Background: an optimization exercise with open tools, aiming at small area and few clock cycles. Do not read the settings as production practice. Where RTL was checked, it was by simulation tests only, not by an equivalence proof against the original. Function not checked in runs 4 and 5: the RTL went through the layout flow alone. No activity file was given, so power comes from the tool's default toggle rates.

==> design.v <==
module bmc_ao22 (
    input  logic i_a1,
    input  logic i_a2,
    input  logic i_b1,
    input  logic i_b2,
    output logic o_x
);
    assign o_x = (i_a1 & i_a2) | (i_b1 & i_b2);
endmodule
module bmc_aoi222 (
    input  logic i_a1,
    input  logic i_a2,
    input  logic i_b1,
    input  logic i_b2,
    input  logic i_c1,
    input  logic i_c2,
    output logic o_y
);
    assign o_y = !((i_a1 & i_a2) | (i_b1 & i_b2) | (i_c1 & i_c2));
endmodule
module bmc_nand4 (
    input  logic [3:0] i_a,
    output logic       o_y
);
    assign o_y = !(&i_a);
endmodule
module bmc_nand2 (
    input  logic [1:0] i_a,
    output logic       o_y
);
    assign o_y = !(&i_a);
endmodule
module bmc_nand3 (
    input  logic [2:0] i_a,
    output logic       o_y
);
    assign o_y = !(&i_a);
endmodule
module bmc_nor2 (
    input  logic [1:0] i_a,
    output logic       o_y
);
    assign o_y = !(|i_a);
endmodule
module bmc_rdbit (
    input  logic [64:0] i_sel,
    input  logic [64:0] i_d,
    output logic        o_q
);
    logic [22:0] n;    
    logic [5:0]  p;    
    logic [2:0]  q;
    for (genvar g = 0; g < 21; g++) begin : g_l1
        bmc_aoi222 u (
            .i_a1 (i_sel[3*g]),     .i_a2 (i_d[3*g]),
            .i_b1 (i_sel[3*g + 1]), .i_b2 (i_d[3*g + 1]),
            .i_c1 (i_sel[3*g + 2]), .i_c2 (i_d[3*g + 2]),
            .o_y  (n[g])
        );
    end
    bmc_nand2 u_l1_63 (.i_a({i_sel[63], i_d[63]}), .o_y(n[21]));
    bmc_nand2 u_l1_64 (.i_a({i_sel[64], i_d[64]}), .o_y(n[22]));
    for (genvar g = 0; g < 5; g++) begin : g_l2
        bmc_nand4 u (.i_a(n[4*g +: 4]), .o_y(p[g]));
    end
    bmc_nand3 u_l2_last (.i_a(n[22:20]), .o_y(p[5]));
    for (genvar g = 0; g < 3; g++) begin : g_l3
        bmc_nor2 u (.i_a(p[2*g +: 2]), .o_y(q[g]));
    end
    bmc_nand3 u_l4 (.i_a(q), .o_y(o_q));
endmodule
module brace_bracket_match_checker (
    input  logic        i_clk,
    input  logic        i_rst_n,
    input  logic        i_valid,
    output logic        o_stall,
    input  logic        i_op,
    input  logic [15:0] i_char_code,
    output logic        o_valid,
    input  logic        i_stall,
    output logic [1:0]  o_error_kind,
    output logic [15:0] o_line_number,
    output logic [15:0] o_column_number,
    output logic        o_last_of_run
);
    localparam int DEPTH = 32;
    logic [15:0] r_line;
    logic [15:0] r_col;       
    logic        r_pend;      
    logic        r_comment;
    logic        r_bslash;
    logic [5:0]  r_bdepth;
    logic [5:0]  r_kdepth;
    logic        r_err;       
    logic        r_ovf;       
    logic        r_drain;     
    logic [15:0] pos_col;
    logic [31:0] wpos;
    logic        is_nl, is_bs, is_pc, is_lb, is_rb, is_lk, is_rk;
    logic        act;
    logic        push_b, pop_b, push_k, pop_k, eod, cmd;
    logic        b_full, k_full, b_empty, k_empty;
    logic        accept, take;
    assign pos_col = !r_pend ? r_col : ((r_col == 16'hFFFF) ? r_col : r_col + 16'd1);
    assign wpos    = {r_line, pos_col};
    assign is_nl = (i_char_code == 16'h000A);
    assign is_bs = (i_char_code == 16'h005C);
    assign is_pc = (i_char_code == 16'h0025);
    assign is_lb = (i_char_code == 16'h007B);
    assign is_rb = (i_char_code == 16'h007D);
    assign is_lk = (i_char_code == 16'h005B);
    assign is_rk = (i_char_code == 16'h005D);
    assign act    = !i_op && !r_comment && !r_bslash;
    assign push_b = act && is_lb;
    assign pop_b  = act && is_rb;
    assign push_k = act && is_lk;
    assign pop_k  = act && is_rk;
    assign eod    = i_op;
    assign cmd    = push_b || pop_b || push_k || pop_k || eod;
    assign b_full  = r_bdepth[5];
    assign k_full  = r_kdepth[5];
    assign b_empty = (r_bdepth == 6'd0);
    assign k_empty = (r_kdepth == 6'd0);
    assign o_valid = r_err || r_drain;
    assign take    = o_valid && !i_stall;
    assign o_stall = r_drain ? cmd : (r_err && i_stall);
    assign accept  = i_valid && !o_stall;
    always_ff @(posedge i_clk) begin
        if (!i_rst_n) begin
            r_line    <= '0;
            r_col     <= '0;
            r_pend    <= 1'b0;
            r_comment <= 1'b0;
            r_bslash  <= 1'b0;
            r_bdepth  <= '0;
            r_kdepth  <= '0;
            r_err     <= 1'b0;
            r_ovf     <= 1'b0;
            r_drain   <= 1'b0;
        end else begin
            if (take && !r_drain) r_err <= 1'b0;
            if (r_drain && take) begin
                if (!b_empty) r_bdepth <= r_bdepth - 6'd1;
                else          r_kdepth <= r_kdepth - 6'd1;
                if ((r_bdepth + r_kdepth) == 6'd1) r_drain <= 1'b0;
            end
            if (accept) begin
                if (eod) begin
                    r_line    <= '0;
                    r_col     <= '0;
                    r_pend    <= 1'b0;
                    r_comment <= 1'b0;
                    r_bslash  <= 1'b0;
                    r_drain   <= !b_empty || !k_empty;
                end else if (is_nl) begin
                    if (r_line != 16'hFFFF) r_line <= r_line + 16'd1;
                    r_col     <= '0;
                    r_pend    <= 1'b0;
                    r_comment <= 1'b0;
                    r_bslash  <= 1'b0;
                end else begin
                    r_col  <= pos_col;
                    r_pend <= 1'b1;
                    if (!r_comment) begin
                        r_bslash <= is_bs;
                        if (!r_bslash && is_pc) r_comment <= 1'b1;
                    end
                    if (push_b) begin
                        if (b_full) begin
                            r_err <= 1'b1;
                            r_ovf <= 1'b1;
                        end else begin
                            r_bdepth <= r_bdepth + 6'd1;
                        end
                    end
                    if (pop_b) begin
                        if (b_empty) begin
                            r_err <= 1'b1;
                            r_ovf <= 1'b0;
                        end else begin
                            r_bdepth <= r_bdepth - 6'd1;
                        end
                    end
                    if (push_k) begin
                        if (k_full) begin
                            r_err <= 1'b1;
                            r_ovf <= 1'b1;
                        end else begin
                            r_kdepth <= r_kdepth + 6'd1;
                        end
                    end
                    if (pop_k && !k_empty) r_kdepth <= r_kdepth - 6'd1;
                end
            end
        end
    end
    logic [31:0] b_ent [DEPTH];
    logic [31:0] k_ent [DEPTH];
    logic [DEPTH:0]   b_keep;
    logic [DEPTH:0]   k_keep;
    logic [2*DEPTH:0] rsel;
    assign b_keep[DEPTH] = 1'b0;
    assign k_keep[DEPTH] = 1'b0;
    for (genvar i = 0; i < DEPTH; i++) begin : g_row
        logic [31:0] b_d;
        logic [31:0] k_d;
        logic        b_load, k_load;
        assign b_keep[i] = (r_bdepth > 6'(i));
        assign k_keep[i] = (r_kdepth > 6'(i));
        assign b_load    = !b_keep[i];
        assign k_load    = !k_keep[i];
        for (genvar j = 0; j < 32; j++) begin : g_bit
            bmc_ao22 u_b (.i_a1(b_ent[i][j]), .i_a2(b_keep[i]), .i_b1(wpos[j]), .i_b2(b_load), .o_x(b_d[j]));
            bmc_ao22 u_k (.i_a1(k_ent[i][j]), .i_a2(k_keep[i]), .i_b1(wpos[j]), .i_b2(k_load), .o_x(k_d[j]));
        end
        always_ff @(posedge i_clk) begin
            b_ent[i] <= b_d;
            k_ent[i] <= k_d;
        end
        assign rsel[i]         = r_drain && b_keep[i] && !b_keep[i+1];
        assign rsel[DEPTH + i] = r_drain && b_empty && k_keep[i] && !k_keep[i+1];
    end
    assign rsel[2*DEPTH] = !r_drain;
    for (genvar j = 0; j < 32; j++) begin : g_rd
        logic [2*DEPTH:0] d;
        for (genvar i = 0; i < DEPTH; i++) begin : g_d
            assign d[i]         = b_ent[i][j];
            assign d[DEPTH + i] = k_ent[i][j];
        end
        assign d[2*DEPTH] = j >= 16 ? r_line[j%16] : r_col[j%16];
        bmc_rdbit u_rd (.i_sel(rsel), .i_d(d), .o_q(rd[j]));
    end
    logic [31:0] rd;
    assign {o_line_number, o_column_number} = rd;
    always_comb begin
        if (r_drain) begin
            o_error_kind  = b_empty ? 2'd2 : 2'd1;
            o_last_of_run = ((r_bdepth + r_kdepth) == 6'd1);
        end else begin
            o_error_kind  = r_ovf ? 2'd3 : 2'd0;
            o_last_of_run = 1'b1;
        end
    end
endmodule
==> run.sh <==
#!/bin/bash
# synth_recipe.tcl (not shown) runs the flow's synth.tcl, then flattens the netlist and writes it again
# the make line also repeats each setting of config.mk as NAME=value (left out here)
make -C /OpenROAD-flow-scripts/flow DESIGN_CONFIG=/design/flow/config.mk WORK_HOME=/design/flow/orfs CLKGATE_MAP_FILE= SYNTH_SCRIPT=/design/flow/synth_recipe.tcl finish
==> config.mk <==
export PLATFORM = sky130hd
export DESIGN_NAME = brace_bracket_match_checker
export DESIGN_NICKNAME = brace_bracket_match_checker
export VERILOG_FILES = /design/flow/design.v
export SDC_FILE = /design/flow/constraint.sdc
export NUM_CORES = 4
export LEC_CHECK = 0
export CAP_MARGIN = 20
export CORE_MARGIN = 2
export CORE_UTILIZATION = 55
export CTS_BUF_LIST = sky130_fd_sc_hd__clkbuf_16
export CTS_CLUSTER_DIAMETER = 100
export CTS_CLUSTER_SIZE = 25
export SETUP_SLACK_MARGIN = 0.2
export SLEW_MARGIN = 20
export SYNTH_HIERARCHICAL = 1
export SYNTH_MINIMUM_KEEP_SIZE = 0
==> constraint.sdc <==
create_clock -name core_clock -period 8.0 [get_ports {i_clk}]
set_input_delay 1.6000 -clock core_clock [delete_from_list [all_inputs] [get_ports {i_clk}]]
set_output_delay 1.6000 -clock core_clock [all_outputs]
set_load 0.01 [all_outputs]
==> metrics.md, run 1 <==
| Metric | Value |
|---|---|
| Main combinational cell family by area after synthesis | compound AO/OA/AOI/OAI gates |
| Data arrival time of the critical path | 6.09 ns |
| CTS tree | done |
| Worst-margin pin slew | 1.13 ns |
| Final hold vios | 0 |
| Worst setup path endpoint | o_line_number[12] |
| Gp weighted congestion | 0.926 |
| Simple-Gate Fraction of Synth Area | roughly 5.0% |
| Clock Skew | 0.0397 ns |
| Ys Warns | 11 |
| Post-synthesis mux area share | 0.116% |
| Synth Area in Compound Gates | 35.6% |
| Post-synth cell types | 67 |
| #FFs+latches synth | around 2,100 |
| CTS buffer count | 94 |
| MaxCap Viol Count | 0 |
| Worst Setup End Kind | output pin |
| GRT Util Overall | 40.3% |
| Worst Path Required | 6.40 ns |
| Commonest non-fill, non-tap cell in the layout | dfxtp_1 |
| Dpl hpwl | 167,000 µm |
| Yosys top cell by area | dfxtp_1 |
| Fraction of registers with async set/reset | 0% |
| First DRT Iteration DRCs | 10,488 |
| Largest net degree at the start of global routing | 68 |
| Chip height | ~370 µm |
| RSZ-0062 raised after global routing | no |
| Post-Synth XOR/XNOR Area | 0.339% |
| F_max | 130 MHz |
| R2r setup slk | 4.06 ns |
| Clk sink count | roughly 2,100 |
| Hold-fix buffers, CTS | 0 |
| Max Slew Vio Count | 0 |
| Sequential share of the synthesized area | between 50% and 60% |
| Fraction of post-synthesis cell area in the top cell type by area | 58.0% |
| Share of cells above drive strength 1 | around 8.6% |
| DRT Pass-1 Iters | 9 |
| Core area | 131,000 µm² |
| Layout area overhead | 11.2% |
| Status | timing/DRC/antenna clean |
| R2r startpoint | r_col[5] |
| Worst Setup SP | r_bdepth[1] |
| Total setup buffers inserted after CTS | 0 |
| # rows | 133 |
| Worst R2R End | k_ent[22][3] |
| Relative max-transition margin | 24.6% |
| Routed wire length | 283,000 µm |
| I/O Pins | 58 |
| H-tree lvl count | 3 |
| Clock Path Buffers | 3 |
| Initial Util | 55.2% |
| Initial antenna violation count | 6 |
| GR Overflow Total | 0 |
| Clock period minus worst slack | 7.69 ns |
| Vias in the first global route | 58,742 |
| Die ar. | 135,000 µm² |
| Count of mapped cells out of synthesis | 5,895 |
| Setup_tns | 0 ns |
| Pwr Density | 217 nW/µm² |
| Synth Area in Adders | 0.287% |
| Clk slew on worst S/H paths | 0.10 ns |
| Worst-Skew Late Latency | 0.78 ns |
| Fin crit share | 96.1% |
| LEAKAGE | 0.0299 µW |
| ANT nets after route | 0 |
| Most frequent cells in the layout | 2,080 x dfxtp_1, 2,049 x a22o_1, 672 x a222oi_1, 253 x buf_4, 167 x nand4_1 |
| WL/cell | around 35 µm |
| Mean Syn Cell Area | 12.3 µm² |
| Worst VDD drop | roughly 0.20 mV |
| Post-Syn Nets | 5,932 |
| Slowest-stage cell, CP | nor2_1 |
| Count of input and output buffers | 57 |
| Kind of critical path | reg -> out |
| Hold WC Path Type | reg -> reg |
| Via count | 62,277 |
| Finish-stage setup viols | 0 |
| Ranking of synthesized cells by area | dfxtp_1 58%, a22o_1 25%, a222oi_1 9.3% |
| Cell area after synthesis | 72,400 µm² |
| Total Power | approximately 18,000 µW |
| DRC Markers | 0 |
| Die W | 367 µm |
| # nets final | 6,294 |
| Critical Path Start Type | register |
| Post-synth top flop | dfxtp_1 |
| Critical path's largest stage delay | between 0.8 and 0.9 ns |
| Crit-path cells | inv_1 -> ha_1 -> nand3_2 -> buf_4 -> nor2_1 -> nand2_1 -> nor2_2 -> buf_4 -> a222oi_1 -> nand4_1 -> nor2_1 -> nand3_1 -> clkdlybuf4s50_1 |
| Max Fanout on Critical Path | 38 |
| First-pass GRT wire length | between 400,000 and 500,000 µm |
| Vias per cell | 7.76 |
| CTS root buf | clkbuf_16 |
| Post_cts resized | 0 |
| EDFF count, synth | 0 |
| Reg2Reg Depth | 7 |
cell usage after synthesis, drive strengths merged, types with 3 or more instances:
library cell and count:
dfxtp 2098, or2 8, nand3 90, xor2 7, nor2 187, and4 4, nand4 167, a21oi 55
a222oi 672, clkinv 3, a22o 2049, and2 8, or3 13, inv 77, nor4b 5, nand2 129
a211oi 8, xnor2 21, nand3b 4, a22oi 3, nand2b 15, nor4 13, o21ai 31, clkbuf 44
o21a 3, a21o 11, or4 6, ha 15, o31ai 4, mux2 3, nor3b 4, buf 3
a32o 3, mux2i 5, nor3 48, a41oi 3, and3 14, o22ai 4, a31oi 22, or3b 3
a2111oi 3
state kept, by name (all words and copies together), names as in the netlist:
signal,cells
r_line,16
r_drain,1
r_bslash,1
r_err,1
b_ent,1024
r_ovf,1
r_comment,1
r_kdepth,6
r_bdepth,6
r_col,16
r_pend,1
k_ent,1024
per-module statistics from Yosys (local to each module, per instance), excerpt:
| module | cell area, µm² | copies in the design | cells |
|---|---|---|---|
| bmc_ao22 | 8.76 | 2048 | 1 |
| bmc_aoi222 | 10.0 | 672 | 1 |
| bmc_nand2 | 3.75 | 64 | 1 |
| bmc_nand3 | 5.00 | 64 | 1 |
| bmc_nand4 | 6.26 | 160 | 1 |
| bmc_nor2 | 3.75 | 96 | 1 |
| brace_bracket_match_checker | 45800 | 1 | 2791 |
per-layer routing:
layer	GRT usage (%)	up-vias	routed length, µm
met5	0	-	43
met4	25.0	8	20100
met3	8.47	737	32200
met2	58.4	4145	119000
met1	55.0	31273	111000
li1	-	26114	-
metrics by stage:
step / worst slack [ns] / cells / util [%] / hold slack (ns) / area [µm²]
finish: 0.308 / 8024 / 61.4 / 0.492 / 80500
global route: 0.206 / 8023 / 61.4 / 0.500 / 80500
CTS: 0.401 / 8021 / 61.4 / 0.492 / 80500
detailed placement: 1.25 / 7914 / 59.5 / 0.469 / 78000
global placement: 1.35 / 7912 / 59.5 / 0.465 / 78000
floorplan: 0.202 / 5895 / - / 0.455 / 72500
worst min-delay path by stage:
stage                               end  cells after the start           from
after floorplan             b_ent[0][0]                      1    b_ent[0][0]
after global placement    k_ent[19][12]                      1  k_ent[19][12]
after detailed placement  k_ent[22][13]                      1  k_ent[22][13]
after CTS                  b_ent[7][15]                      1   b_ent[7][15]
after global routing      b_ent[13][16]                      1  b_ent[13][16]
final                      k_ent[18][5]                      1   k_ent[18][5]
power by group:
part / switching (µW) / total [µW] / internal (µW) / leakage [µW]
logic: 1170 / 1440 / 261 / 0.0117
clock network: 3350 / 5510 / 2160 / 0.00124
registers: 63.7 / 10600 / 10500 / 0.0169
worst max-delay path: cells and delay by family (launching register included):
family | cells | cell delay [ns]
flip-flops | 1 | 0.54
AND/OR/NAND/NOR | 7 | 2.27
AO/OA/AOI/OAI | 1 | 0.54
buffers and inverters | 4 | 1.54
adder cells (fa/ha/maj) | 1 | 0.42
cell families (layout without fill, tap and decap cells):
family          Yosys count  count (layout)
compound gates         2895            2895
xor+xnor                 28              28
fa+ha+maj                16              16
buf+inv                 127             500
flops                  2098            2098
mux                       8               8
other cells               0               1
simple gates            723             723
final cells by class:
type / count / area (µm²)
flip-flops and latches: 2098 / 42100
repair buffers: 313 / 2530
well taps: 1755 / 2200
diodes: 1 / 2.50
clock buffers: 95 / 2380
fillers: 10761 / 50600
multi-input cells: 3670 / 31000
inverters: 80 / 300
clock inverters: 12 / 130
Testbench counts, summed over its fixed seeds: cycles 126,441.
==> run 2: changes to the inputs <==
--- a/config.mk
+++ b/config.mk
@@ -9,3 +9,3 @@
 export CORE_MARGIN = 2
-export CORE_UTILIZATION = 55
+export CORE_UTILIZATION = 68
 export CTS_BUF_LIST = sky130_fd_sc_hd__clkbuf_16
==> metrics.md, run 2 <==
| Metric | Value |
|---|---|
| Status | timing/DRC/antenna clean |
| # nets final | 6,298 |
| Most used cell, CP | buf_4 |
| Fraction of registers with async set/reset | 0% |
| Gp weighted congestion | 0.974 |
| Chip height | 330 µm |
| Total setup buffers inserted after CTS | 0 |
| Critical path's largest stage delay | 0.78 ns |
| Critical Path Start Type | register |
| Dpl hpwl | 159,000 µm |
| Final hold vios | 0 |
| MaxCap Viol Count | 0 |
| Setup_tns | 0 ns |
| RSZ-0062 raised after global routing | no |
| GR Overflow Total | 0 |
| Worst Setup End Kind | output pin |
| Crit-path cells | inv_1 -> ha_1 -> or2_2 -> nand2_1 -> a31oi_4 -> buf_4 -> inv_1 -> buf_4 -> nor3_2 -> buf_4 -> a222oi_1 -> nand4_1 -> nor2_1 -> nand3_1 -> clkdlybuf4s50_1 |
| Max Slew Vio Count | 0 |
| Clk slew on worst S/H paths | ~0.10 ns |
| F_max | ~130 MHz |
| Count of mapped cells out of synthesis | between 5,000 and 6,000 |
| LEAKAGE | 0.0298 µW |
| Routed wire length | 272,000 µm |
| DRC Markers | 0 |
| Fin crit share | 97.2% |
| #FFs+latches synth | roughly 2,100 |
| Yosys top cell by area | dfxtp_1 |
| Fillers | around 7,000 |
| Clock Path Buffers | 3 |
| Worst-margin pin slew | 1.31 ns |
| Mean Syn Cell Area | 12.3 µm² |
| First DRT Iteration DRCs | 11,961 |
| Cell area after synthesis | 72,400 µm² |
| Ranking of synthesized cells by area | dfxtp_1 58%, a22o_1 25%, a222oi_1 9.3% |
| Relative max-transition margin | 12.9% |
| Max Fanout on Critical Path | 34 |
| Data arrival time of the critical path | roughly 6 ns |
| Ys Warns | 11 |
| Post-synth top flop | dfxtp_1 |
| I/O Pins | 58 |
| Sequential share of the synthesized area | 58.0% |
| Pwr Density | 216 nW/µm² |
| Final cell count without fillers | approximately 7,700 |
| Initial Util | 68.7% |
| Top Registers | b_ent (1024), k_ent (1024) |
| Slowest-stage cell, CP | nor2_1 |
| Count leader, synth | dfxtp_1 |
| Die W | approximately 330 µm |
| Antenna fix cells | 0 |
| Vias in the first global route | 59,252 |
| Clock period minus worst slack | 7.78 ns |
| CTS buffer count | 93 |
| CTS root buf | clkbuf_16 |
| Placed Cells | 7,555 |
| GRT Util Overall | 47.9% |
| CTS tree | done |
| Vias per cell | 8.31 |
| DRT Pass-1 Iters | 19 |
| Layout area overhead | 10.4% |
| Initial antenna violation count | 5 |
| Share of cells above drive strength 1 | 8.67% |
| Worst VDD drop | 0.229 mV |
| Hold-fix buffers, CTS | 0 |
| ANT nets after route | 0 |
| Post-route setup slack | 0.221 ns |
| Worst Path Required | 6.40 ns |
| Dpl ws | 1.32 ns |
| Count of input and output buffers | 57 |
| Post-Syn Nets | 5,932 |
| EDFF count, synth | 0 |
| Area after DPL | 77,500 µm² |
| Most frequent cells in the layout | 2,080 x dfxtp_1, 2,049 x a22o_1, 672 x a222oi_1, 258 x buf_4, 167 x nand4_1 |
| H-tree lvl count | 3 |
| Non-Filler Cell Area, Final | 80,000 µm² |
| Kind of critical path | reg -> out |
| Util after Layout | about three quarters |
| Post-synth cell types | 67 |
| Clock Skew | 0.0283 ns |
| WL/cell | between 30 and 40 µm |
| Core area | 105,000 µm² |
| # rows | 119 |
| Fraction of post-synthesis cell area in the top cell type by area | between 50% and 60% |
| Clk sink count | 2,098 |
| Die ar. | 109,000 µm² |
| Hold WC Path Type | reg -> reg |
| Largest net degree at the start of global routing | 69 |
| First-pass GRT wire length | between 300,000 and 400,000 µm |
| Via count | between 60,000 and 70,000 |
| Commonest non-fill, non-tap cell in the layout | dfxtp_1 |
| Finish-stage setup viols | 0 |
| Synth cell count leaders | 2,098 x dfxtp_1, 2,049 x a22o_1, 672 x a222oi_1 |
| Worst-Skew Late Latency | 0.74 ns |
-- run 2: cell counts after synthesis --
Identical to the previous run, type by type.
-- run 2: final timing paths --
check,start,cells after the start,end,slack (ns)
max,r_bdepth[1],15,o_line_number[4],0.22
min reg2reg,k_ent[4][15],1,k_ent[4][15],0.49
min,k_ent[4][15],1,k_ent[4][15],0.49
max reg2reg,r_bdepth[1],8,r_kdepth[3],3.21
-- run 2: cells by family after synthesis --
family | Yosys count | share of synthesized area [%]
AO/OA/AOI/OAI | 2895 | 35.6
XOR/XNOR | 28 | 0.339
buffers and inverters | 127 | 0.658
adder cells (fa/ha/maj) | 16 | 0.287
multiplexers | 8 | 0.116
flip-flops | 2098 | 58.0
AND/OR/NAND/NOR | 723 | 5.02
-- run 2: power breakdown --
part / internal [µW] / switching, µW
logic: 252 / 1150
clock network: 2130 / 3200
registers: 10500 / 68.4
total: 12900 / 4410
-- run 2: through the flow --
step / power [µW] / hold WS [ns]
6_report: 17300 / 0.489
4_1_cts: 17200 / 0.493
3_3_place_gp: 12100 / 0.465
5_1_grt: 17600 / 0.500
3_5_place_dp: 12100 / 0.469
2_1_floorplan: 11400 / 0.455
-- run 2: area by class of cell --
type                            instances  area [µm²]  share of cell area [%]
Clock buffer                           95        2380                    2.97
Clock inverter                          3        16.3                  0.0203
Inverter                               80         300                   0.375
Multi-Input combinational cell       3670       30900                    38.7
Sequential cell                      2098       42100                    52.6
Tap cell                             1391        1740                    2.18
Timing Repair Buffer                  318        2550                    3.18
-- run 2: per-module statistics from Yosys, one instance, submodules excluded, excerpt --
module | area [µm²] | cells
bmc_ao22 | 8.76 | 1
bmc_aoi222 | 10.0 | 1
bmc_nand2 | 3.75 | 1
bmc_nand3 | 5.00 | 1
bmc_nand4 | 6.26 | 1
bmc_nor2 | 3.75 | 1
-- run 2: per-layer routing --
layer / GRT usage, % / wire (µm) / up-vias
met5: 0.304 / 86 / -
met4: 33.8 / 23200 / 8
met3: 15.6 / 42500 / 1027
met2: 66.3 / 109000 / 5426
met1: 62.9 / 96600 / 31070
li1: - / - / 26120
-- run 2: worst max-delay path: cells and delay by family, from the launching register on --
kind | cells | cell delay (ns)
AOI/OAI and AO/OA | 2 | 0.53
adders and majority gates | 1 | 0.42
buffers and inverters | 6 | 1.82
DFF | 1 | 0.58
and+or+nand+nor | 6 | 2.04
-- run 2: timing repair --
action | 4_1_cts | 5_1_grt
gates resized for setup | 0 | 10
hold endpoints to repair | 0 | 0
setup endpoints to repair | 0 | 10
==> run 3: changes to the inputs <==
==> flow/run.sh (new file) <==
#!/bin/bash
# The standard layout (standard.sh: ORFS synthesis to finish), with two changes:
# - clock tree: no dummy loads at the leaves, leaf clusters of up to 25 sinks
#   within 100 um, clkbuf_16 buffers;
# - port buffers: buf_1 instead of the default choice.
# The full make output goes to standard.log here; each ORFS step's own log is
# under orfs/logs/.
set -euo pipefail
export CTS_ARGS="-sink_clustering_enable -repair_clock_nets -buf_list sky130_fd_sc_hd__clkbuf_16 -sink_clustering_size 25 -sink_clustering_max_diameter 100 -dont_use_dummy_load"
export BUFFER_PORTS_ARGS="-buffer_cell sky130_fd_sc_hd__buf_1"
bash standard.sh finish > standard.log 2>&1
==> standard.sh (new file) <==
#!/bin/bash
# synth_recipe.tcl (not shown) runs the flow's synth.tcl, then flattens the netlist and writes it again
# the make line also repeats each setting of config.mk as NAME=value (left out here)
make -C /OpenROAD-flow-scripts/flow DESIGN_CONFIG=/design/flow/config.mk WORK_HOME=/design/flow/orfs CLKGATE_MAP_FILE= SYNTH_SCRIPT=/design/flow/synth_recipe.tcl "${@:-finish}"
--- a/config.mk
+++ b/config.mk
@@ -9,3 +9,3 @@
 export CORE_MARGIN = 2
-export CORE_UTILIZATION = 68
+export CORE_UTILIZATION = 55
 export CTS_BUF_LIST = sky130_fd_sc_hd__clkbuf_16
removed: run.sh
==> metrics.md, run 3 <==
| Metric | Value |
|---|---|
| Status | timing/DRC/antenna clean |
| Yosys top cell by area | dfxtp_1 |
| Clock Path Buffers | 3 |
| Dpl ws | 1.51 ns |
| Critical Path Start Type | register |
| I/O Pins | 58 |
| Initial antenna violation count | 14 |
| # nets final | 6,284 |
| # rows | 133 |
| CTS tree | done |
| Post-route setup slack | 0.506 ns |
| Dpl hpwl | between 150,000 and 200,000 µm |
| Synth cell count leaders | 2,098 x dfxtp_1, 2,049 x a22o_1, 672 x a222oi_1 |
| F_max | 133 MHz |
| GR Overflow Total | 0 |
| Core area | 131,000 µm² |
| Share of cells above drive strength 1 | 8.26% |
| Chip height | 367 µm |
| EDFF count, synth | 0 |
| Fraction of post-synthesis cell area in the top cell type by area | 58.0% |
| Sequential share of the synthesized area | 58.0% |
| Data arrival time of the critical path | 5.89 ns |
| Fraction of registers with async set/reset | 0% |
| Count of mapped cells out of synthesis | 5,895 |
| Pwr Density | 217 nW/µm² |
| Count leader, synth | dfxtp_1 |
| Ranking of synthesized cells by area | dfxtp_1 58%, a22o_1 25%, a222oi_1 9.3% |
| Cell-internal power | 12,800 µW |
| Final cell count without fillers | 8,007 |
| Hold-fix buffers, CTS | 0 |
| Seq pwr share | 61.0% |
| #FFs+latches synth | roughly 2,100 |
| Routed wire length | 282,000 µm |
| WL/cell | 35.2 µm |
| Clock Power Share | between 30% and 40% |
| Post-synth cell types | 67 |
| Vias per cell | 7.78 |
| Clock period minus worst slack | 7.49 ns |
| Clock Skew | 0.0513 ns |
| Most frequent cells in the layout | 2,080 x dfxtp_1, 2,049 x a22o_1, 672 x a222oi_1, 246 x buf_4, 167 x nand4_1 |
| First-pass GRT wire length | 410,000 µm |
| Worst Setup End Kind | output pin |
| Post_cts resized | 0 |
| Worst VDD drop | approximately 0.16 mV |
| First DRT Iteration DRCs | 10,272 |
| Logic pwr share | slightly above 8% |
| R2r setup slk | between 3 and 4 ns |
| Kind of critical path | reg -> out |
| Total setup buffers inserted after CTS | 0 |
| ANT nets after route | 0 |
| Die W | between 300 and 400 µm |
| Die ar. | 135,000 µm² |
| Worst-margin pin slew | about 1.3 ns |
| Worst-Skew Late Latency | 0.76 ns |
| Max Slew Vio Count | 0 |
| Layout area overhead | 10.4% |
| Initial Util | between 50 and 60% |
| Largest net degree at the start of global routing | 69 |
| Ys Warns | 11 |
| Via count | 62,274 |
| Fillers | 10,784 |
| Switch Pwr | 4470 µW |
| DRC Markers | 0 |
| Placed Cells | 7,906 |
| Setup_tns | 0 ns |
| Max Fanout on Critical Path | 40 |
| Relative max-transition margin | between 10% and 20% |
| Clk slew on worst S/H paths | about 0.11 ns |
| Count of input and output buffers | 57 |
| Clk sink count | 2,098 |
| Final hold vios | 0 |
| RSZ-0062 raised after global routing | no |
| LEAKAGE | 0.0296 µW |
| Top Registers | b_ent (1024), k_ent (1024) |
| Cell area after synthesis | just over 70,000 µm² |
| Fin crit share | 93.7% |
| Post-Syn Nets | a little under 6,000 |
| Mean Syn Cell Area | 12.3 µm² |
| GRT Util Overall | 40.1% |
| Worst Path Required | 6.40 ns |
| Hold WC Path Type | reg -> reg |
| Finish-stage setup viols | 0 |
| Net Sw Frac | 25.8% |
| CTS root buf | clkbuf_16 |
| Commonest non-fill, non-tap cell in the layout | dfxtp_1 |
| CTS buffer count | 93 |
| Vias in the first global route | approximately 59,000 |
| DRT Pass-1 Iters | 10 |
| Post-synth top flop | dfxtp_1 |
| H-tree lvl count | 3 |
| MaxCap Viol Count | 0 |
| Gp weighted congestion | roughly 0.94 |
[run 3: cell count changes in the layout (fill, tap and decap cells not counted), moves of 3 or more]
cell / delta
a21oi_2: -3
a21oi_4: +3
buf_1: +56
buf_4: -12
clkdlybuf4s50_1: -57
diode_2: +7
nor2_1: +10
nor2_2: -12
[run 3: worst paths after layout]
check,start,to,depth (start not counted)
setup / recovery,r_kdepth[4],o_line_number[10],14
hold / removal,k_ent[12][20],k_ent[12][20],1
setup reg to reg,r_kdepth[4],k_ent[5][9],13
hold reg to reg,k_ent[12][20],k_ent[12][20],1
[run 3: through the flow]
stage / utilization (%) / area [µm²] / total power, µW / hold WS (ns)
finish: 61.0 / 80000 / 17300 / 0.491
global route: 61.0 / 80000 / 17700 / 0.503
CTS: 61.0 / 79900 / 17300 / 0.494
detailed placement: 59.2 / 77600 / 12100 / 0.469
global placement: 59.1 / 77600 / 12100 / 0.465
floorplan: - / 72500 / 11400 / 0.455
[run 3: Yosys stat by module (local to each module, per instance), excerpt]
module,cell area [µm²],cells inside
bmc_ao22,8.76,1
bmc_nand4,6.26,1
bmc_aoi222,10.0,1
bmc_nand2,3.75,1
brace_bracket_match_checker,45800,2791
bmc_nor2,3.75,1
bmc_nand3,5.00,1
[run 3: area by class of cell]
class                           instances  area [µm²]  area share [%]
Timing Repair Buffer                  304        2110            2.64
Sequential cell                      2098       42100            52.6
Inverter                               80         300           0.375
Tap cell                             1755        2200            2.75
Clock buffer                           93        2330            2.91
Antenna cell                            7        17.5          0.0219
Multi-Input combinational cell       3670       31000            38.7
[run 3: cells by family after synthesis]
family	count (synthesis)	share of synthesized area [%]
AOI/OAI and AO/OA	2895	35.6
xor gates and xnor gates	28	0.339
adders and majority gates	16	0.287
buffers and inverters	127	0.658
DFF	2098	58.0
muxes	8	0.116
and+or+nand+nor	723	5.02
[run 3: metal layers]
| layer | up-vias | part of all wire, % | GRT usage [%] | wire length (µm) |
|---|---|---|---|---|
| met5 | - | 0.015 | 0 | 41 |
| met4 | 6 | 6.6 | 23.2 | 18600 |
| met2 | 4188 | 42 | 57.6 | 118000 |
| met3 | 734 | 12 | 9.85 | 33500 |
| met1 | 31286 | 40 | 54.7 | 111000 |
| li1 | 26060 | - | - | - |
[run 3: power by group through the flow]
stage / clock network [µW] / logic [µW] / registers [µW]
floorplan: 0 / 635 / 10800
detailed placement: 0 / 1340 / 10800
global placement: 0 / 1320 / 10800
finish: 5350 / 1400 / 10600
global route: 5730 / 1420 / 10600
CTS: 5380 / 1340 / 10600
[run 3: worst max-delay path, stage by stage, from the launching register on]
cell and delay [ns]:
dfxtp_1 0.33, buf_4 0.34, nor2_4 0.06, buf_4 0.29, inv_2 0.85, nor2_4 0.05
buf_4 0.31, nand2_1 0.25, nor4_4 0.05, buf_4 0.33, a222oi_1 0.78, nand4_1 0.46
nor2_1 0.55, nand3_1 0.27, buf_1 0.19
==> run 4: changes to the inputs <==
--- a/design.v
+++ b/design.v
@@ -198,7 +198,3 @@
     logic [31:0] k_ent [DEPTH];
-    logic [DEPTH:0]   b_keep;
-    logic [DEPTH:0]   k_keep;
     logic [2*DEPTH:0] rsel;
-    assign b_keep[DEPTH] = 1'b0;
-    assign k_keep[DEPTH] = 1'b0;
     for (genvar i = 0; i < DEPTH; i++) begin : g_row
@@ -206,10 +202,10 @@
         logic [31:0] k_d;
-        logic        b_load, k_load;
-        assign b_keep[i] = (r_bdepth > 6'(i));
-        assign k_keep[i] = (r_kdepth > 6'(i));
-        assign b_load    = !b_keep[i];
-        assign k_load    = !k_keep[i];
+        logic        b_keep, b_load, k_keep, k_load;
+        assign b_keep = (r_bdepth > 6'(i));
+        assign b_load = (r_bdepth == 6'(i));
+        assign k_keep = (r_kdepth > 6'(i));
+        assign k_load = (r_kdepth == 6'(i));
         for (genvar j = 0; j < 32; j++) begin : g_bit
-            bmc_ao22 u_b (.i_a1(b_ent[i][j]), .i_a2(b_keep[i]), .i_b1(wpos[j]), .i_b2(b_load), .o_x(b_d[j]));
-            bmc_ao22 u_k (.i_a1(k_ent[i][j]), .i_a2(k_keep[i]), .i_b1(wpos[j]), .i_b2(k_load), .o_x(k_d[j]));
+            bmc_ao22 u_b (.i_a1(b_ent[i][j]), .i_a2(b_keep), .i_b1(wpos[j]), .i_b2(b_load), .o_x(b_d[j]));
+            bmc_ao22 u_k (.i_a1(k_ent[i][j]), .i_a2(k_keep), .i_b1(wpos[j]), .i_b2(k_load), .o_x(k_d[j]));
         end
@@ -219,4 +215,4 @@
         end
-        assign rsel[i]         = r_drain && b_keep[i] && !b_keep[i+1];
-        assign rsel[DEPTH + i] = r_drain && b_empty && k_keep[i] && !k_keep[i+1];
+        assign rsel[i]         = r_drain && (r_bdepth == 6'(i + 1));
+        assign rsel[DEPTH + i] = r_drain && b_empty && (r_kdepth == 6'(i + 1));
     end
==> run.sh (new file) <==
#!/bin/bash
# synth_recipe.tcl (not shown) runs the flow's synth.tcl, then flattens the netlist and writes it again
# the make line also repeats each setting of config.mk as NAME=value (left out here)
make -C /OpenROAD-flow-scripts/flow DESIGN_CONFIG=/design/flow/config.mk WORK_HOME=/design/flow/orfs CLKGATE_MAP_FILE= SYNTH_SCRIPT=/design/flow/synth_recipe.tcl finish
--- a/config.mk
+++ b/config.mk
@@ -10,6 +10,4 @@
 export CORE_UTILIZATION = 55
-export CTS_BUF_LIST = sky130_fd_sc_hd__clkbuf_16
-export CTS_CLUSTER_DIAMETER = 100
-export CTS_CLUSTER_SIZE = 25
-export SETUP_SLACK_MARGIN = 0.2
+export CTS_BUF_LIST = sky130_fd_sc_hd__clkbuf_4 sky130_fd_sc_hd__clkbuf_8
+export CTS_CLUSTER_SIZE = 20
 export SLEW_MARGIN = 20
removed: flow/run.sh
removed: standard.sh
==> metrics.md, run 4 <==
| Metric | Value |
|---|---|
| Crit-path cells | inv_1 -> ha_1 -> and3_1 -> buf_4 -> and2_1 -> buf_4 -> a222oi_1 -> nand4_1 -> nor2_1 -> nand3_1 -> clkdlybuf4s50_1 |
| Non-Filler Cell Area, Final | ~85,000 µm² |
| Crit path buffers/inverters | 4 |
| H-tree lvl count | 5 |
| Fraction of post-synthesis cell area in the top cell type by area | roughly 58% |
| Dpl hpwl | 169,000 µm |
| Reg2Reg Depth | 11 |
| Worst VDD drop | 0.225 mV |
| Hold Crit Start | r_bslash |
| Max Slew Vio Count | 0 |
| R2r startpoint | r_kdepth[1] |
| Fin crit share | 100% |
| Die ar. | 135,000 µm² |
| Initial antenna violation count | 9 |
| Ys Warns | 11 |
| Clk sink count | 2,098 |
| Kind of critical path | reg -> out |
| Count of input and output buffers | 57 |
| Total Power | 21,900 µW |
| Hold WC Path Type | reg -> reg |
| Via count | about 64,000 |
| Gp weighted congestion | 0.949 |
| Die W | 368 µm |
| Vias in the first global route | ~59,000 |
| Post-Syn Nets | 5,979 |
| GR Overflow Total | 0 |
| Core area | 131,000 µm² |
| Clock Skew | about 0.07 ns |
| Layout Check Failures | negative setup slack |
| #FFs+latches synth | approximately 2,100 |
| FF+latch area | between 40,000 and 50,000 µm² |
| Largest net degree at the start of global routing | 69 |
| Data arrival time of the critical path | 6.42 ns |
| Mean Syn Cell Area | 12.2 µm² |
| Count leader, synth | dfxtp_1 |
| I/O Pins | 58 |
| # rows | 133 |
| Status | finished with violations |
| Clock period minus worst slack | 8.02 ns |
| CTS buffer count | ~350 |
| CP delay by family, top | simple AND/OR/NAND/NOR gates |
| Post-synth cell types | 66 |
| Worst-margin pin slew | ~1.3 ns |
| Post-route setup slack | -0.0154 ns |
| CTS tree | done |
| EDFF count, synth | 0 |
| Worst hold stages | 2 |
| Pwr Density | between 200 and 300 nW/µm² |
| Worst-Skew Late Latency | 1.04 ns |
| Clock Path Buffers | 4 |
| MaxCap Viol Count | 0 |
| CP Depth | 11 |
| Relative max-transition margin | 16.3% |
| F_max | 125 MHz |
| Post-synth top flop | dfxtp_1 |
| Sequential share of the synthesized area | 57.8% |
| Area after DPL | around 78,000 µm² |
| Multi-input gate area | 31,000 µm² |
| Critical Path Start Type | register |
| Yosys top cell by area | dfxtp_1 |
| Chip height | approximately 370 µm |
| Worst Setup End Kind | output pin |
| DRT Pass-1 Iters | 10 |
| Commonest non-fill, non-tap cell in the layout | dfxtp_1 |
| Most frequent cells in the layout | 2,079 x dfxtp_1, 2,053 x a22o_1, 672 x a222oi_1, 436 x clkbuf_8, 233 x buf_4 |
| ANT nets after route | 0 |
| Layout area overhead | 16.7% |
| Clk slew on worst S/H paths | around 0.060 ns |
| Ranking of synthesized cells by area | dfxtp_1 58%, a22o_1 25%, a222oi_1 9.2% |
| LEAKAGE | approximately 0.032 µW |
| Util after Layout | 64.6% |
| Share of cells above drive strength 1 | 14.8% |
| RSZ-0062 raised after global routing | no |
| Top Registers | b_ent (1024), k_ent (1024) |
| Finish-stage setup viols | 1 |
| Final hold vios | 0 |
| Critical path's largest stage delay | 0.72 ns |
| Hold-fix buffers, CTS | 0 |
| First DRT Iteration DRCs | 11,474 |
| Synth cell count leaders | 2,098 x dfxtp_1, 2,053 x a22o_1, 672 x a222oi_1 |
| Total setup buffers inserted after CTS | 0 |
| Routed wire length | 292,000 µm |
| Fillers | 10,468 |
| Initial Util | 55.4% |
| # nets final | 6,570 |
| Slowest-stage cell, CP | nor2_1 |
| CTS root buf | clkbuf_8 |
| First-pass GRT wire length | 419,000 µm |
| Most used cell, CP | buf_4 |
| DRC Markers | 0 |
| Fraction of registers with async set/reset | 0% |
| Count of mapped cells out of synthesis | around 6,000 |
| Vias per cell | 7.52 |
| Worst Setup SP | r_bdepth[1] |
| Max Fanout on Critical Path | 34 |
| Post_cts resized | 0 |
| WL/cell | 34.2 µm |
| GRT Util Overall | between 40% and 50% |
| Cell area after synthesis | 72,700 µm² |
| Worst Path Required | 6.40 ns |
## run 4: cell types whose count changed after synthesis, moves of 14 or more
cell     delta
nor2_1     +33
inv_1      -47
and3_1     +28
nor3_1     -19
and2_1     +14
nand2_1    +16
## run 4: logic make-up after synthesis
| kind of cell | Yosys count | synth area share, % |
|---|---|---|
| muxes | 9 | 0.131 |
| adders and majority gates | 18 | 0.320 |
| AOI/OAI and AO/OA | 2880 | 35.3 |
| DFF | 2098 | 57.8 |
| and+or+nand+nor | 819 | 5.70 |
| xor gates and xnor gates | 31 | 0.373 |
| buffers and inverters | 85 | 0.440 |
## run 4: layout make-up
type	instances	share of cell area (%)
repair buffers	296	2.84
diodes	6	0.0177
well taps	1755	2.59
flip-flops and latches	2098	49.6
clock buffers	544	8.03
clock inverters	37	0.315
inverters	32	0.142
multi-input cells	3757	36.5
## run 4: per-module statistics from Yosys (local to each module, per instance), a selection
module / times used / flip-flops and latches
bmc_nand3: 64 / 0
bmc_ao22: 2048 / 0
bmc_aoi222: 672 / 0
bmc_nand4: 160 / 0
bmc_nand2: 64 / 0
bmc_nor2: 96 / 0
brace_bracket_match_checker: 1 / 2098
## run 4: where the power goes
group | switching, µW | total (µW) | internal [µW]
Sequential | 50.1 | 10500 | 10500
Combinational | 1420 | 1710 | 285
Clock | 4270 | 9730 | 5460
## run 4: final timing paths
check	to	slack, ns
max	o_column_number[13]	-0.02
min	r_bslash	0.48
max reg2reg	r_kdepth[0]	3.46
min reg2reg	r_bslash	0.48
## run 4: tightest hold or removal path, cell delays in order, from the launching register on
cell and delay (ns):
dfxtp_1 0.30, o21ai_0 0.07, a21oi_1 0.06
## run 4: stage by stage
| step | setup TNS, ns | cells | hold slack [ns] | setup slack, ns |
|---|---|---|---|---|
| floorplan | 0 | 5940 | 0.444 | 1.61 |
| global placement | 0 | 7932 | 0.457 | 1.32 |
| global route | 0 | 8520 | 0.489 | 0.0217 |
| detailed placement | 0 | 7935 | 0.469 | 1.28 |
| CTS | 0 | 8516 | 0.482 | 0.228 |
| finish | -0.0154 | 8525 | 0.476 | -0.0154 |
## run 4: layer usage
layer  wire (µm)  global-route usage [%]  vias to the layer above
li1            -                       -                    26921
met5          77                       0                        -
met1      114000                    55.8                    31947
met3       36900                    11.5                      771
met4       18300                    23.7                       12
met2      122000                    58.9                     4477
==> run 5: changes to the inputs <==
--- a/config.mk
+++ b/config.mk
@@ -10,4 +10,4 @@
 export CORE_UTILIZATION = 55
-export CTS_BUF_LIST = sky130_fd_sc_hd__clkbuf_4 sky130_fd_sc_hd__clkbuf_8
-export CTS_CLUSTER_SIZE = 20
+export CTS_BUF_LIST = sky130_fd_sc_hd__clkbuf_8
+export CTS_CLUSTER_SIZE = 30
 export SLEW_MARGIN = 20
==> metrics.md, run 5 <==
| Metric | Value |
|---|---|
| Util after Layout | 64.3% |
| Gp weighted congestion | 0.949 |
| Cell-internal power | 15,700 µW |
| Largest net degree at the start of global routing | 69 |
| MaxCap Viol Count | 0 |
| Post-synth top flop | dfxtp_1 |
| Hold WC Path Type | reg -> reg |
| Worst-margin pin slew | 1.26 ns |
| Most used cell, CP | nand3_1 |
| Ys Warns | 11 |
| # nets final | 6,569 |
| Final cell count without fillers | 8,514 |
| Cell area after synthesis | 72,700 µm² |
| Fraction of registers with async set/reset | 0% |
| Vias per cell | around 7.5 |
| Fin crit share | 97.6% |
| Finish-stage setup viols | 0 |
| Count of mapped cells out of synthesis | a little under 6,000 |
| Post-synth cell types | 66 |
| Clk sink count | approximately 2,100 |
| Seq pwr share | 49.2% |
| Post-Syn Nets | approximately 6,000 |
| EDFF count, synth | 0 |
| Routed wire length | 291,000 µm |
| Critical path's largest stage delay | 0.75 ns |
| Area after DPL | around 80,000 µm² |
| Critical Path Start Type | register |
| Placed Cells | ~7,900 |
| GRT Util Overall | 41.2% |
| Net Sw Frac | around a quarter |
| Worst VDD drop | 0.223 mV |
| Vias in the first global route | 59,355 |
| Clock Power Share | 42.9% |
| Dpl hpwl | 169,000 µm |
| WL/cell | approximately 34 µm |
| Count leader, synth | dfxtp_1 |
| CTS tree | done |
| DRT Pass-1 Iters | 9 |
| H-tree lvl count | 5 |
| Kind of critical path | reg -> out |
| Die W | 368 µm |
| LEAKAGE | 0.0318 µW |
| F_max | between 100 and 150 MHz |
| Chip height | approximately 370 µm |
| Switch Pwr | between 5000 and 6000 µW |
| Fraction of post-synthesis cell area in the top cell type by area | 57.8% |
| Worst Path Required | 6.40 ns |
| RSZ-0062 raised after global routing | no |
| Synth cell count leaders | 2,098 x dfxtp_1, 2,053 x a22o_1, 672 x a222oi_1 |
| Max Fanout on Critical Path | 32 |
| Status | timing/DRC/antenna clean |
| Max Slew Vio Count | 0 |
| Clock period minus worst slack | 7.81 ns |
| Worst-Skew Late Latency | 1.02 ns |
| Layout area overhead | 16.0% |
| Logic pwr share | around 8.0% |
| Share of cells above drive strength 1 | a little over an eighth |
| Core area | about 130,000 µm² |
| Commonest non-fill, non-tap cell in the layout | dfxtp_1 |
| Yosys top cell by area | dfxtp_1 |
| #FFs+latches synth | 2,098 |
| Crit path buffers/inverters | 4 |
| Initial Util | between 50% and 60% |
| Clock Skew | 0.0571 ns |
| Non-Filler Cell Area, Final | approximately 84,000 µm² |
| Pwr Density | 253 nW/µm² |
| First DRT Iteration DRCs | 11,020 |
| CTS root buf | clkbuf_8 |
| # rows | 133 |
| CTS buffer count | 346 |
| Worst Setup End Kind | output pin |
| Via count | between 60,000 and 70,000 |
| Initial antenna violation count | 9 |
| Worst Hold Slack | 0.479 ns |
| Most frequent cells in the layout | 2,079 x dfxtp_1, 2,053 x a22o_1, 672 x a222oi_1, 434 x clkbuf_8, 233 x buf_4 |
| Data arrival time of the critical path | 6.21 ns |
| CP delay by family, top | simple AND/OR/NAND/NOR gates |
| Setup_tns | 0 ns |
| DRC Markers | 0 |
| Ranking of synthesized cells by area | dfxtp_1 58%, a22o_1 25%, a222oi_1 9.2% |
| I/O Pins | 58 |
| Sequential share of the synthesized area | between 50 and 60% |
| Top Registers | b_ent (1024), k_ent (1024) |
| Crit-path cells | inv_1 -> ha_1 -> nand2_1 -> inv_2 -> nand3_1 -> nor2_2 -> buf_4 -> a222oi_1 -> nand4_1 -> nor2_1 -> nand3_1 -> clkdlybuf4s50_1 |
| Clk slew on worst S/H paths | roughly 0.060 ns |
| Mean Syn Cell Area | 12.2 µm² |
| GR Overflow Total | 0 |
| Slowest-stage cell, CP | a222oi_1 |
| Count of input and output buffers | 57 |
| ANT nets after route | 0 |
| Relative max-transition margin | 15.7% |
| Final hold vios | 0 |
| Die ar. | 135,000 µm² |
| Clock Path Buffers | 4 |
| First-pass GRT wire length | about 420,000 µm |
[run 5: cell count changes in the layout (fill, tap and decap cells not counted)]
| cell | before | now |
|---|---|---|
| clkinvlp_4 | 3 | 1 |
| clkinv_2 | 31 | 27 |
| diode_2 | 6 | 4 |
| nor2_1 | 154 | 153 |
| nor2_2 | 66 | 67 |
| inv_1 | 29 | 137 |
| clkbuf_8 | 436 | 434 |
| clkbuf_4 | 110 | 1 |
[run 5: per-module statistics from Yosys, one instance, submodules excluded, excerpt]
module	cells	flip-flops and latches
bmc_nor2	1	0
bmc_nand3	1	0
brace_bracket_match_checker	2836	2098
bmc_nand4	1	0
bmc_aoi222	1	0
bmc_ao22	1	0
bmc_nand2	1	0
[run 5: logic make-up (layout without fill, tap and decap cells)]
kind of cell | after synthesis | count (layout) | share of synthesized area, %
AO/OA/AOI/OAI | 2880 | 2880 | 35.3
XOR/XNOR | 31 | 31 | 0.373
adder cells (fa/ha/maj) | 18 | 18 | 0.320
buffers and inverters | 85 | 900 | 0.440
flip-flops | 2098 | 2098 | 57.8
multiplexers | 9 | 9 | 0.131
other | 0 | 4 | 0
AND/OR/NAND/NOR | 819 | 819 | 5.70
[run 5: routing by layer]
layer  vias to the layer above  GRT usage [%]  share of wire (%)
li1                      26893              -                  -
met1                     31877           55.9                 39
met2                      4456           58.4                 42
met3                       770           11.5                 13
met4                         6           24.3                6.4
met5                         -              0              0.011
[run 5: metrics by stage]
| step | power [µW] | setup slack (ns) |
|---|---|---|
| floorplan | 11500 | 1.61 |
| global placement | 12300 | 1.32 |
| detailed placement | 12400 | 1.28 |
| CTS | 21300 | 0.226 |
| global route | 21900 | 0.107 |
| finish | 21400 | 0.192 |
[run 5: timing repair]
item / in CTS / in global routing
hold buffers: 0 / 0
gates resized for setup: 0 / 1
setup buffers: 0 / 0
setup endpoints to repair: 0 / 1
[run 5: worst paths after layout]
path                    start                  end  slack (ns)  cells after the start
hold / removal       r_bslash             r_bslash        0.48                      2
hold reg to reg      r_bslash             r_bslash        0.48                      2
setup / recovery  r_bdepth[1]  o_column_number[13]        0.19                     12
setup reg to reg  r_kdepth[1]          r_kdepth[0]        3.48                     11
[run 5: tightest hold or removal path: cells and delay by family, from the launching register on]
kind            cells  cell delay [ns]
flops               1             0.30
compound gates      2             0.13
[run 5: layout make-up]
type / instances / area, µm²
repair buffers: 295 / 2400
diodes: 4 / 10.0
fillers: 10515 / 46900
multi-input cells: 3757 / 31000
clock inverters: 139 / 638
clock buffers: 434 / 5970
flip-flops and latches: 2098 / 42100
well taps: 1755 / 2200
inverters: 32 / 120
[run 5: power by group through the flow]
stage                     Sequential [µW]  Clock, µW  Combinational (µW)
after floorplan                     10700          0                 782
after CTS                           10500       9210                1620
after global placement              10700          0                1610
after detailed placement            10700          0                1620
after global routing                10500       9670                1720
final                               10500       9160                1710

port drivers added, routing unchanged:
No port has a modelled driver above. Below, the same layouts with a new extraction and two added sets of constraints. Step 1, drivers: a clkbuf_16 drives i_clk and a buf_2 each remaining input, both assumed. Step 2 times the ports against the registers' clock, not the clock port: input delays grow and output delays shrink by t, the midpoint of the rising clock arrivals with the driver on. Three values: no drivers, after step 1, after step 2; two values: the first two.
run | t (ns) | setup WS [ns] | worst hold slack (ns) | clock arrival spread, ns
run 1 | 0.843 | 0.308 / 0.221 / 1.064 | 0.492 / 0.492 / 0.492 | 0.040 / 0.040
run 2 | 0.801 | 0.221 / 0.143 / 0.944 | 0.489 / 0.489 / 0.489 | 0.030 / 0.030
run 3 | 0.810 | 0.506 / 0.429 / 1.240 | 0.491 / 0.491 / 0.491 | 0.057 / 0.057
run 4 | 1.082 | -0.015 / -0.091 / 0.991 | 0.476 / 0.476 / 0.476 | 0.069 / 0.070
run 5 | 1.068 | 0.192 / 0.115 / 1.183 | 0.479 / 0.479 / 0.479 | 0.066 / 0.066
